This design comes from an exercise in tuning for small area, a short achievable clock period and few clock cycles per item on the open sky130 flow, not from production work.
In this exercise RTL edits were held to simulation tests only and were not proved equivalent to the original.

===== flow/design.v =====
`timescale 1ns / 1ps
module epoch_seconds_to_date (
    input  logic        i_clk,
    input  logic        i_rst_n,
    input  logic        start,
    output logic        busy,
    input  logic [31:0] i_epoch_seconds,
    output logic        o_done,
    output logic [11:0] o_year,
    output logic [3:0]  o_month,
    output logic [4:0]  o_day,
    output logic [4:0]  o_hour,
    output logic [5:0]  o_minute,
    output logic [5:0]  o_second
);
    localparam logic [22:0] DAY_RECIP     = 23'd6362914;   
    localparam logic [16:0] SECS_PER_DAY  = 17'd86400;
    localparam logic [17:0] YEAR_RECIP    = 18'd183734;    
    localparam logic [10:0] HOUR_RECIP    = 11'd1165;      
    localparam logic [11:0] SECS_PER_HOUR = 12'd3600;
    localparam logic [10:0] MIN_RECIP     = 11'd1092;      
    localparam logic [5:0]  SECS_PER_MIN  = 6'd60;
    localparam logic [11:0] FIRST_YEAR    = 12'd1970;
    localparam logic [7:0]  CENTURY_SKIP  = 8'd130;        
    localparam logic [7:0]  AFTER_SKIP    = 8'd131;
    localparam logic [3:0]  LAST_MONTH    = 4'd11;
    localparam logic [3:0]  FEBRUARY      = 4'd1;
    function automatic logic is_leap_idx(input logic [7:0] idx);
        is_leap_idx = (idx[1:0] == 2'd2) && (idx != CENTURY_SKIP);
    endfunction
    function automatic logic [15:0] year_start(input logic [7:0] idx);
        logic [16:0] acc;
        logic [8:0]  plus1;
        plus1 = 9'(idx) + 9'd1;
        acc = 17'(idx) * 17'd365 + 17'(plus1 >> 2) - 17'(idx >= AFTER_SKIP);
        year_start = acc[15:0];
    endfunction
    function automatic logic [8:0] month_start(input logic [3:0] mon, input logic leap);
        logic [8:0]  base;
        case (mon)
            4'd0:    base = 9'd0;
            4'd1:    base = 9'd31;
            4'd2:    base = 9'd59;
            4'd3:    base = 9'd90;
            4'd4:    base = 9'd120;
            4'd5:    base = 9'd151;
            4'd6:    base = 9'd181;
            4'd7:    base = 9'd212;
            4'd8:    base = 9'd243;
            4'd9:    base = 9'd273;
            4'd10:   base = 9'd304;
            4'd11:   base = 9'd334;
            default: base = '0;
        endcase
        month_start = base + 9'(leap && (mon > FEBRUARY));
    endfunction
    logic [9:0]  r_vld;
    logic [31:0] r1_secs;
    logic [47:0] n2_prod;
    logic [15:0] r2_q0;
    logic [31:0] r2_secs;
    logic [32:0] n3_prod;
    logic [32:0] n3_rem;
    logic [17:0] r3_rem;
    logic [15:0] r3_q0;
    logic [15:0] n4_days;
    logic [16:0] n4_tod;
    logic [15:0] r4_days;
    logic [16:0] r4_tod;
    logic [34:0] n5_yprod;
    logic [27:0] n5_hprod;
    logic [7:0]  r5_est;
    logic [15:0] r5_days;
    logic [4:0]  r5_h0;
    logic [16:0] r5_tod;
    logic [16:0] n6_hrem;
    logic [15:0] r6_ystart;
    logic [7:0]  r6_est;
    logic [15:0] r6_days;
    logic [4:0]  r6_h0;
    logic [12:0] r6_hrem;
    logic [17:0] n7_diff;
    logic [17:0] n7_wrap;
    logic [7:0]  n7_idx;
    logic        n7_leap;
    logic [8:0]  n7_doy;
    logic [4:0]  n7_hour;
    logic [11:0] n7_msec;
    logic [7:0]  r7_idx;
    logic        r7_leap;
    logic [8:0]  r7_doy;
    logic [4:0]  r7_hour;
    logic [11:0] r7_msec;
    logic [3:0]  n8_mon;
    logic [22:0] n8_mprod;
    logic [3:0]  r8_mon;
    logic [7:0]  r8_idx;
    logic        r8_leap;
    logic [8:0]  r8_doy;
    logic [4:0]  r8_hour;
    logic [11:0] r8_msec;
    logic [5:0]  r8_m0;
    logic [8:0]  n9_dom;
    logic [11:0] n9_srem;
    logic [3:0]  r9_mon;
    logic [7:0]  r9_idx;
    logic [4:0]  r9_day;
    logic [4:0]  r9_hour;
    logic [5:0]  r9_m0;
    logic [6:0]  r9_srem;
    logic [11:0] r10_year;
    logic [3:0]  r10_month;
    logic [4:0]  r10_day;
    logic [4:0]  r10_hour;
    logic [5:0]  r10_minute;
    logic [5:0]  r10_second;
    assign busy = 1'b0;
    always_ff @(posedge i_clk) begin
        if (!i_rst_n) begin
            r_vld <= '0;
        end else begin
            r_vld <= {r_vld[8:0], start};
        end
    end
    always_comb begin
        n2_prod = 48'(r1_secs[31:7]) * 48'(DAY_RECIP);
        n3_prod = 33'(r2_q0) * 33'(SECS_PER_DAY);
        n3_rem  = 33'(r2_secs) - n3_prod;
        if (r3_rem >= 18'(SECS_PER_DAY)) begin
            n4_days = r3_q0 + 16'd1;
            n4_tod  = 17'(r3_rem - 18'(SECS_PER_DAY));
        end else begin
            n4_days = r3_q0;
            n4_tod  = r3_rem[16:0];
        end
        n5_yprod = 35'(17'(r4_days) + 17'd2) * 35'(YEAR_RECIP);
        n5_hprod = 28'(r4_tod) * 28'(HOUR_RECIP);
        n6_hrem = r5_tod - 17'(r5_h0) * 17'(SECS_PER_HOUR);
        n7_diff = 18'(r6_days) - 18'(r6_ystart);
        if (n7_diff[17]) begin
            n7_idx  = r6_est - 8'd1;
            n7_leap = is_leap_idx(n7_idx);
            n7_wrap = n7_diff + 18'd365 + 18'(n7_leap);
            n7_doy  = n7_wrap[8:0];
        end else begin
            n7_idx  = r6_est;
            n7_leap = is_leap_idx(r6_est);
            n7_wrap = n7_diff;
            n7_doy  = n7_diff[8:0];
        end
        if (r6_hrem >= 13'(SECS_PER_HOUR)) begin
            n7_hour = r6_h0 + 5'd1;
            n7_msec = 12'(r6_hrem - 13'(SECS_PER_HOUR));
        end else begin
            n7_hour = r6_h0;
            n7_msec = r6_hrem[11:0];
        end
        n8_mon = '0;
        for (int m = 1; m < 12; m++) begin
            n8_mon = n8_mon + 4'(r7_doy >= month_start(4'(m), r7_leap));
        end
        n8_mprod = 23'(r7_msec) * 23'(MIN_RECIP);
        n9_dom  = r8_doy - month_start(r8_mon, r8_leap) + 9'd1;
        n9_srem = r8_msec - 12'(r8_m0) * 12'(SECS_PER_MIN);
    end
    always_ff @(posedge i_clk) begin
        r1_secs <= i_epoch_seconds;
        r2_q0   <= n2_prod[47:32];
        r2_secs <= r1_secs;
        r3_rem <= n3_rem[17:0];
        r3_q0  <= r2_q0;
        r4_days <= n4_days;
        r4_tod  <= n4_tod;
        r5_est  <= n5_yprod[33:26];
        r5_days <= r4_days;
        r5_h0   <= n5_hprod[26:22];
        r5_tod  <= r4_tod;
        r6_ystart <= year_start(r5_est);
        r6_est    <= r5_est;
        r6_days   <= r5_days;
        r6_h0     <= r5_h0;
        r6_hrem   <= n6_hrem[12:0];
        r7_idx  <= n7_idx;
        r7_leap <= n7_leap;
        r7_doy  <= n7_doy;
        r7_hour <= n7_hour;
        r7_msec <= n7_msec;
        r8_mon  <= n8_mon;
        r8_idx  <= r7_idx;
        r8_leap <= r7_leap;
        r8_doy  <= r7_doy;
        r8_hour <= r7_hour;
        r8_msec <= r7_msec;
        r8_m0   <= n8_mprod[21:16];
        r9_mon  <= r8_mon;
        r9_idx  <= r8_idx;
        r9_day  <= n9_dom[4:0];
        r9_hour <= r8_hour;
        r9_m0   <= r8_m0;
        r9_srem <= n9_srem[6:0];
        r10_year  <= FIRST_YEAR + 12'(r9_idx);
        r10_month <= r9_mon + 4'd1;
        r10_day   <= r9_day;
        r10_hour  <= r9_hour;
        if (r9_srem >= 7'(SECS_PER_MIN)) begin
            r10_minute <= r9_m0 + 6'd1;
            r10_second <= 6'(r9_srem - 7'(SECS_PER_MIN));
        end else begin
            r10_minute <= r9_m0;
            r10_second <= r9_srem[5:0];
        end
    end
    assign o_done   = r_vld[9];
    assign o_year   = r10_year;
    assign o_month  = r10_month;
    assign o_day    = r10_day;
    assign o_hour   = r10_hour;
    assign o_minute = r10_minute;
    assign o_second = r10_second;
endmodule

===== flow/run.sh =====
#!/bin/bash
# synth_recipe.tcl (not shown) runs the flow's synth.tcl, then flattens the netlist and writes it again
# the make line also repeats each setting of config.mk as NAME=value (left out here)
make -C /OpenROAD-flow-scripts/flow DESIGN_CONFIG=/design/flow/config.mk WORK_HOME=/design/flow/orfs CLKGATE_MAP_FILE= SYNTH_SCRIPT=/design/flow/synth_recipe.tcl finish

===== flow/config.mk =====
export PLATFORM = sky130hd
export DESIGN_NAME = epoch_seconds_to_date
export DESIGN_NICKNAME = epoch_seconds_to_date
export VERILOG_FILES = /design/flow/design.v
export SDC_FILE = /design/flow/constraint.sdc
export NUM_CORES = 4
export LEC_CHECK = 0
export CAP_MARGIN = 20
export CORE_MARGIN = 2
export CORE_UTILIZATION = 40
export SLEW_MARGIN = 20

===== flow/constraint.sdc =====
create_clock -name core_clock -period 7.0 [get_ports {i_clk}]
set_input_delay 1.4000 -clock core_clock [delete_from_list [all_inputs] [get_ports {i_clk}]]
set_output_delay 1.4000 -clock core_clock [all_outputs]
set_load 0.01 [all_outputs]

==> run_summary.xml <==
<?xml version="1.0" encoding="UTF-8"?>
<metrics>
  <group name="outcome">
    <metric name="run_status" unit="">timing/DRC/antenna clean</metric>
  </group>
  <group name="setup_path">
    <metric name="crit_family" unit="">adder cells</metric>
    <metric name="worst_ep_arrival_time" unit="ns">6.98</metric>
    <metric name="timing.reg2reg.setup_slack" unit="ns">0.54</metric>
    <metric name="worst_r2r_endpoint" unit="">r5_est[7]$_DFF_P_</metric>
    <metric name="slowest_cell_delay_on_critical_path" unit="ns">0.53</metric>
    <metric name="cp_data_required_time" unit="ns">7.52</metric>
    <metric name="critPathCaptureType" unit="">flip-flop</metric>
    <metric name="reg2regPathDepth" unit="">26</metric>
    <metric name="crit_slowest_cell" unit="">sky130_fd_sc_hd__fa_1</metric>
    <metric name="cp_max_fo" unit="">5</metric>
    <metric name="timing.rr.start" unit="">r4_days[5]$_DFF_P_</metric>
    <metric name="timing.setup.critical_path_class" unit="">reg -&gt; reg</metric>
    <metric name="startpoint_type" unit="">flip-flop</metric>
    <metric name="worst-path-buf-inv" unit="">4</metric>
  </group>
  <group name="clock_tree">
    <metric name="post_cts_buffers" unit="">0</metric>
    <metric name="htree_levels" unit="">2</metric>
    <metric name="ctsLongestPathBuffers" unit="">3</metric>
    <metric name="tritoncts" unit="">built</metric>
    <metric name="cts_sinks" unit="">392</metric>
    <metric name="worst_setup_hold_path_clk_slew" unit="ns">0.06</metric>
    <metric name="clockRootBuffer" unit="">sky130_fd_sc_hd__clkbuf_16</metric>
    <metric name="worstSkewPairLatency" unit="ns">0.59</metric>
    <metric name="cts_buffers" unit="">45</metric>
  </group>
  <group name="cells_and_area">
    <metric name="post_route_cells_drive_above_1_share" unit="%">5.26</metric>
    <metric name="final_layout_net_count" unit="">4119</metric>
    <metric name="layout.cells.non_filler" unit="">4119</metric>
    <metric name="fillerInstances" unit="">7244</metric>
    <metric name="syn2layout_area_growth" unit="%">12.6</metric>
    <metric name="insertedDiodeCount" unit="">0</metric>
  </group>
  <group name="grt">
    <metric name="grt_pass1_vias" unit="">19704</metric>
    <metric name="gr-total-overflow" unit="">0</metric>
    <metric name="grt_antenna_before_repair" unit="">4</metric>
    <metric name="grt_max_degree" unit="">17</metric>
    <metric name="grt_first_pass_wirelength" unit="um">97100</metric>
    <metric name="grt_util_overall" unit="%">14.9</metric>
  </group>
  <group name="timing">
    <metric name="setup_viol_count_final" unit="">0</metric>
    <metric name="timing.final.hold_violations" unit="">0</metric>
    <metric name="worst_pin_slew" unit="ns">0.761</metric>
    <metric name="clock-skew-final" unit="ns">0.0257</metric>
    <metric name="timing.slew.headroom" unit="%">48.6</metric>
    <metric name="totalNegativeSetupSlack" unit="ns">0</metric>
    <metric name="maxClockFrequency" unit="MHz">155</metric>
    <metric name="post-route-period-util" unit="%">92.3</metric>
    <metric name="grt_setup_unrepaired" unit="">false</metric>
    <metric name="timing.final.crit_period" unit="ns">6.46</metric>
    <metric name="drv_slew" unit="">0</metric>
  </group>
  <group name="routing">
    <metric name="drcViolationCount" unit="">0</metric>
    <metric name="wl_per_cell" unit="um">13.9</metric>
    <metric name="detail_route.iter0.violations" unit="">550</metric>
    <metric name="number_of_detailed_routing_iterations_run_before_antenna_repair" unit="">5</metric>
    <metric name="detail_route.wirelength" unit="um">57400</metric>
    <metric name="vias_per_cell" unit="">4.59</metric>
    <metric name="vias" unit="">18894</metric>
    <metric name="detail-route-antenna-nets" unit="">0</metric>
  </group>
  <group name="logic_synthesis">
    <metric name="synth.distinct_cells" unit="">72</metric>
    <metric name="postSynthNetCount" unit="">3965</metric>
    <metric name="synthDominantAreaCellType" unit="">sky130_fd_sc_hd__ha_1</metric>
    <metric name="combined_area_of_all_synthesized_cells" unit="mm2">0.0312</metric>
    <metric name="synth-edff-count" unit="">0</metric>
    <metric name="asyncSetResetFlopFracSynth" unit="%">0</metric>
    <metric name="syn_area_per_cell" unit="um2">10.8</metric>
    <metric name="synth_most_common_cell" unit="">sky130_fd_sc_hd__ha_1</metric>
    <metric name="synth.top_cell.area_share" unit="%">29.0</metric>
    <metric name="synth_top_cells_by_count" unit="">sky130_fd_sc_hd__ha_1 (724), sky130_fd_sc_hd__inv_1 (587), sky130_fd_sc_hd__dfxtp_1 (392)</metric>
    <metric name="synth_sequential_area_ratio" unit="%">25.1</metric>
    <metric name="synth_area_leaders" unit="">sky130_fd_sc_hd__ha_1 (29%), sky130_fd_sc_hd__dfxtp_1 (25%), sky130_fd_sc_hd__fa_1 (20%), sky130_fd_sc_hd__inv_1 (7.1%), sky130_fd_sc_hd__xnor2_1 (4.5%)</metric>
    <metric name="ys.flop_type" unit="">sky130_fd_sc_hd__dfxtp_1</metric>
    <metric name="syn_inst" unit="">2889</metric>
    <metric name="synth.yosys.warnings" unit="">1</metric>
    <metric name="synth.ff_latch_count" unit="">392</metric>
  </group>
  <group name="placement">
    <metric name="port_buffer_count" unit="">73</metric>
    <metric name="post_dp_hpwl" unit="um">48700</metric>
    <metric name="gp_congestion" unit="">0.878</metric>
    <metric name="placed_cells" unit="">4036</metric>
  </group>
  <group name="hold_path">
    <metric name="number_of_stages_on_the_worst_hold_path" unit="">0</metric>
    <metric name="worst_hold_startpoint" unit="">r5_days[15]$_DFF_P_</metric>
    <metric name="min_path_type" unit="">reg -&gt; reg</metric>
    <metric name="hold_end" unit="">r6_days[15]$_DFF_P_</metric>
  </group>
  <group name="run">
    <metric name="maxCapViolations" unit="">0</metric>
  </group>
  <group name="floorplanning">
    <metric name="core-area" unit="mm2">0.0773</metric>
    <metric name="ioPinCount" unit="">75</metric>
    <metric name="rows" unit="">102</metric>
    <metric name="dieWidth" unit="um">283</metric>
    <metric name="die_footprint" unit="mm2">0.0803</metric>
    <metric name="start_util" unit="%">40.3</metric>
    <metric name="die_h" unit="um">283</metric>
  </group>
</metrics>
==> flip-flops by register name, summed over array words and instances, names as in the netlist, 9 cells and up, named ones only <==
register,count
r5_days,16
r7_doy,9
r4_days,16
r10_year,12
r5_tod,13
r2_secs,18
r7_msec,12
r3_rem,18
r6_hrem,13
r3_q0,16
r6_ystart,16
r1_secs,32
r4_tod,17
r6_days,16
r_vld,10
r2_q0,16
==> placed cells by master, fill, tap and decap left out, types with 8 or more instances in the layout <==
cell type,Yosys,routed
sky130_fd_sc_hd__nand2_1,79,79
sky130_fd_sc_hd__a21o_1,52,52
sky130_fd_sc_hd__clkbuf_16,0,45
sky130_fd_sc_hd__a211oi_1,10,10
sky130_fd_sc_hd__buf_4,1,44
sky130_fd_sc_hd__o21ai_0,42,42
sky130_fd_sc_hd__nand2b_1,13,13
sky130_fd_sc_hd__nand3_1,30,29
sky130_fd_sc_hd__a21oi_1,97,97
sky130_fd_sc_hd__o211ai_1,9,9
sky130_fd_sc_hd__and3_1,14,14
sky130_fd_sc_hd__xor2_1,74,74
sky130_fd_sc_hd__nor2_1,62,62
sky130_fd_sc_hd__inv_1,587,587
sky130_fd_sc_hd__ha_1,724,724
sky130_fd_sc_hd__or2_2,8,8
sky130_fd_sc_hd__clkdlybuf4s50_1,0,73
sky130_fd_sc_hd__and2_1,18,18
sky130_fd_sc_hd__nor3_1,32,30
sky130_fd_sc_hd__fa_1,317,317
sky130_fd_sc_hd__dfxtp_1,392,390
sky130_fd_sc_hd__o21a_1,12,12
sky130_fd_sc_hd__nand4_1,19,19
sky130_fd_sc_hd__xnor2_1,161,159
sky130_fd_sc_hd__nor2b_1,14,14
sky130_fd_sc_hd__o21bai_1,12,12
==> logic make-up (layout without fill, tap and decap cells) <==
group	count (synthesis)	count (layout)	share of synthesized area (%)
flip-flops	392	392	25.1
buffers and inverters	598	788	7.21
multiplexers	9	9	0.305
XOR/XNOR	235	235	6.60
other	1	1	0.0120
adder cells (fa/ha/maj)	1041	1041	49.4
AND/OR/NAND/NOR	317	317	5.11
AO/OA/AOI/OAI	296	296	6.25
==> timing repair <==
action	4_1_cts	5_1_grt
resized for setup	0	11
hold buffers	0	0
endpoints found under the setup margin	0	4
==> final cells by class <==
cell class | count | area (um2) | area share (%)
clock inverters | 27 | 340 | 0.968
multi-input cells | 1899 | 21200 | 60.2
inverters | 588 | 2210 | 6.28
well taps | 1040 | 1300 | 3.70
flip-flops and latches | 392 | 7850 | 22.3
clock buffers | 56 | 1230 | 3.49
repair buffers | 117 | 1060 | 3.02
==> layer usage <==
layer / vias to the layer above / track usage, % / share of wire, %
met5: - / 0 / 0.023
met4: 2 / 3.84 / 2.0
met3: 75 / 2.01 / 2.9
met2: 177 / 26.9 / 50
met1: 8917 / 18.6 / 45
li1: 9723 / - / -
==> per-stage QoR <==
stage	utilization, %	setup WS [ns]	instance area (um2)	hold WS (ns)
4_1_cts	45.4	0.173	35100	0.308
3_5_place_dp	43.3	0.189	33500	0.312
5_1_grt	45.4	0.0509	35100	0.320
3_3_place_gp	43.3	0.313	33500	0.310
2_1_floorplan	-	0.397	31200	0.310
6_report	45.4	0.536	35100	0.303
==> worst max-delay path by stage <==
stage                   endpoint  cells past startpoint               start
2_1_floorplan  r5_est[7]$_DFF_P_                     24  r4_days[4]$_DFF_P_
3_3_place_gp   r5_est[7]$_DFF_P_                     27  r4_days[1]$_DFF_P_
3_5_place_dp   r5_est[7]$_DFF_P_                     27  r4_days[1]$_DFF_P_
4_1_cts        r5_est[7]$_DFF_P_                     27  r4_days[1]$_DFF_P_
5_1_grt        r5_est[7]$_DFF_P_                     27  r4_days[1]$_DFF_P_
6_report       r5_est[7]$_DFF_P_                     26  r4_days[5]$_DFF_P_
Testbench counts, summed over its fixed seeds: cycles 16,080, items 16,000.

-- static timing again, ports no longer ideal --
In the flow no input, the clock included, has a driving cell. The finished layout below was timed again as built, in two steps.
Step 1: set_driving_cell puts a clkbuf_16 on i_clk and a buf_2 on each other input, an assumption about the parent block.
Step 2 times the ports against the registers' clock, not the clock port: input delays grow and output delays shrink by t, the midpoint of the rising clock arrivals with the driver on.
Slacks: ideal / step 1 / step 2; pairs: ideal / step 1.
t (ns): 0.643
setup slack, ns: 0.536 / 0.536 / 0.536
worst slew at a driven data input, ns: 0.06
pins driven straight from the clock port: 1
After both steps setup and hold are still met in this run. The setup slack of this run moves by 0.000 ns with the drivers and by 0.000 ns with both steps.
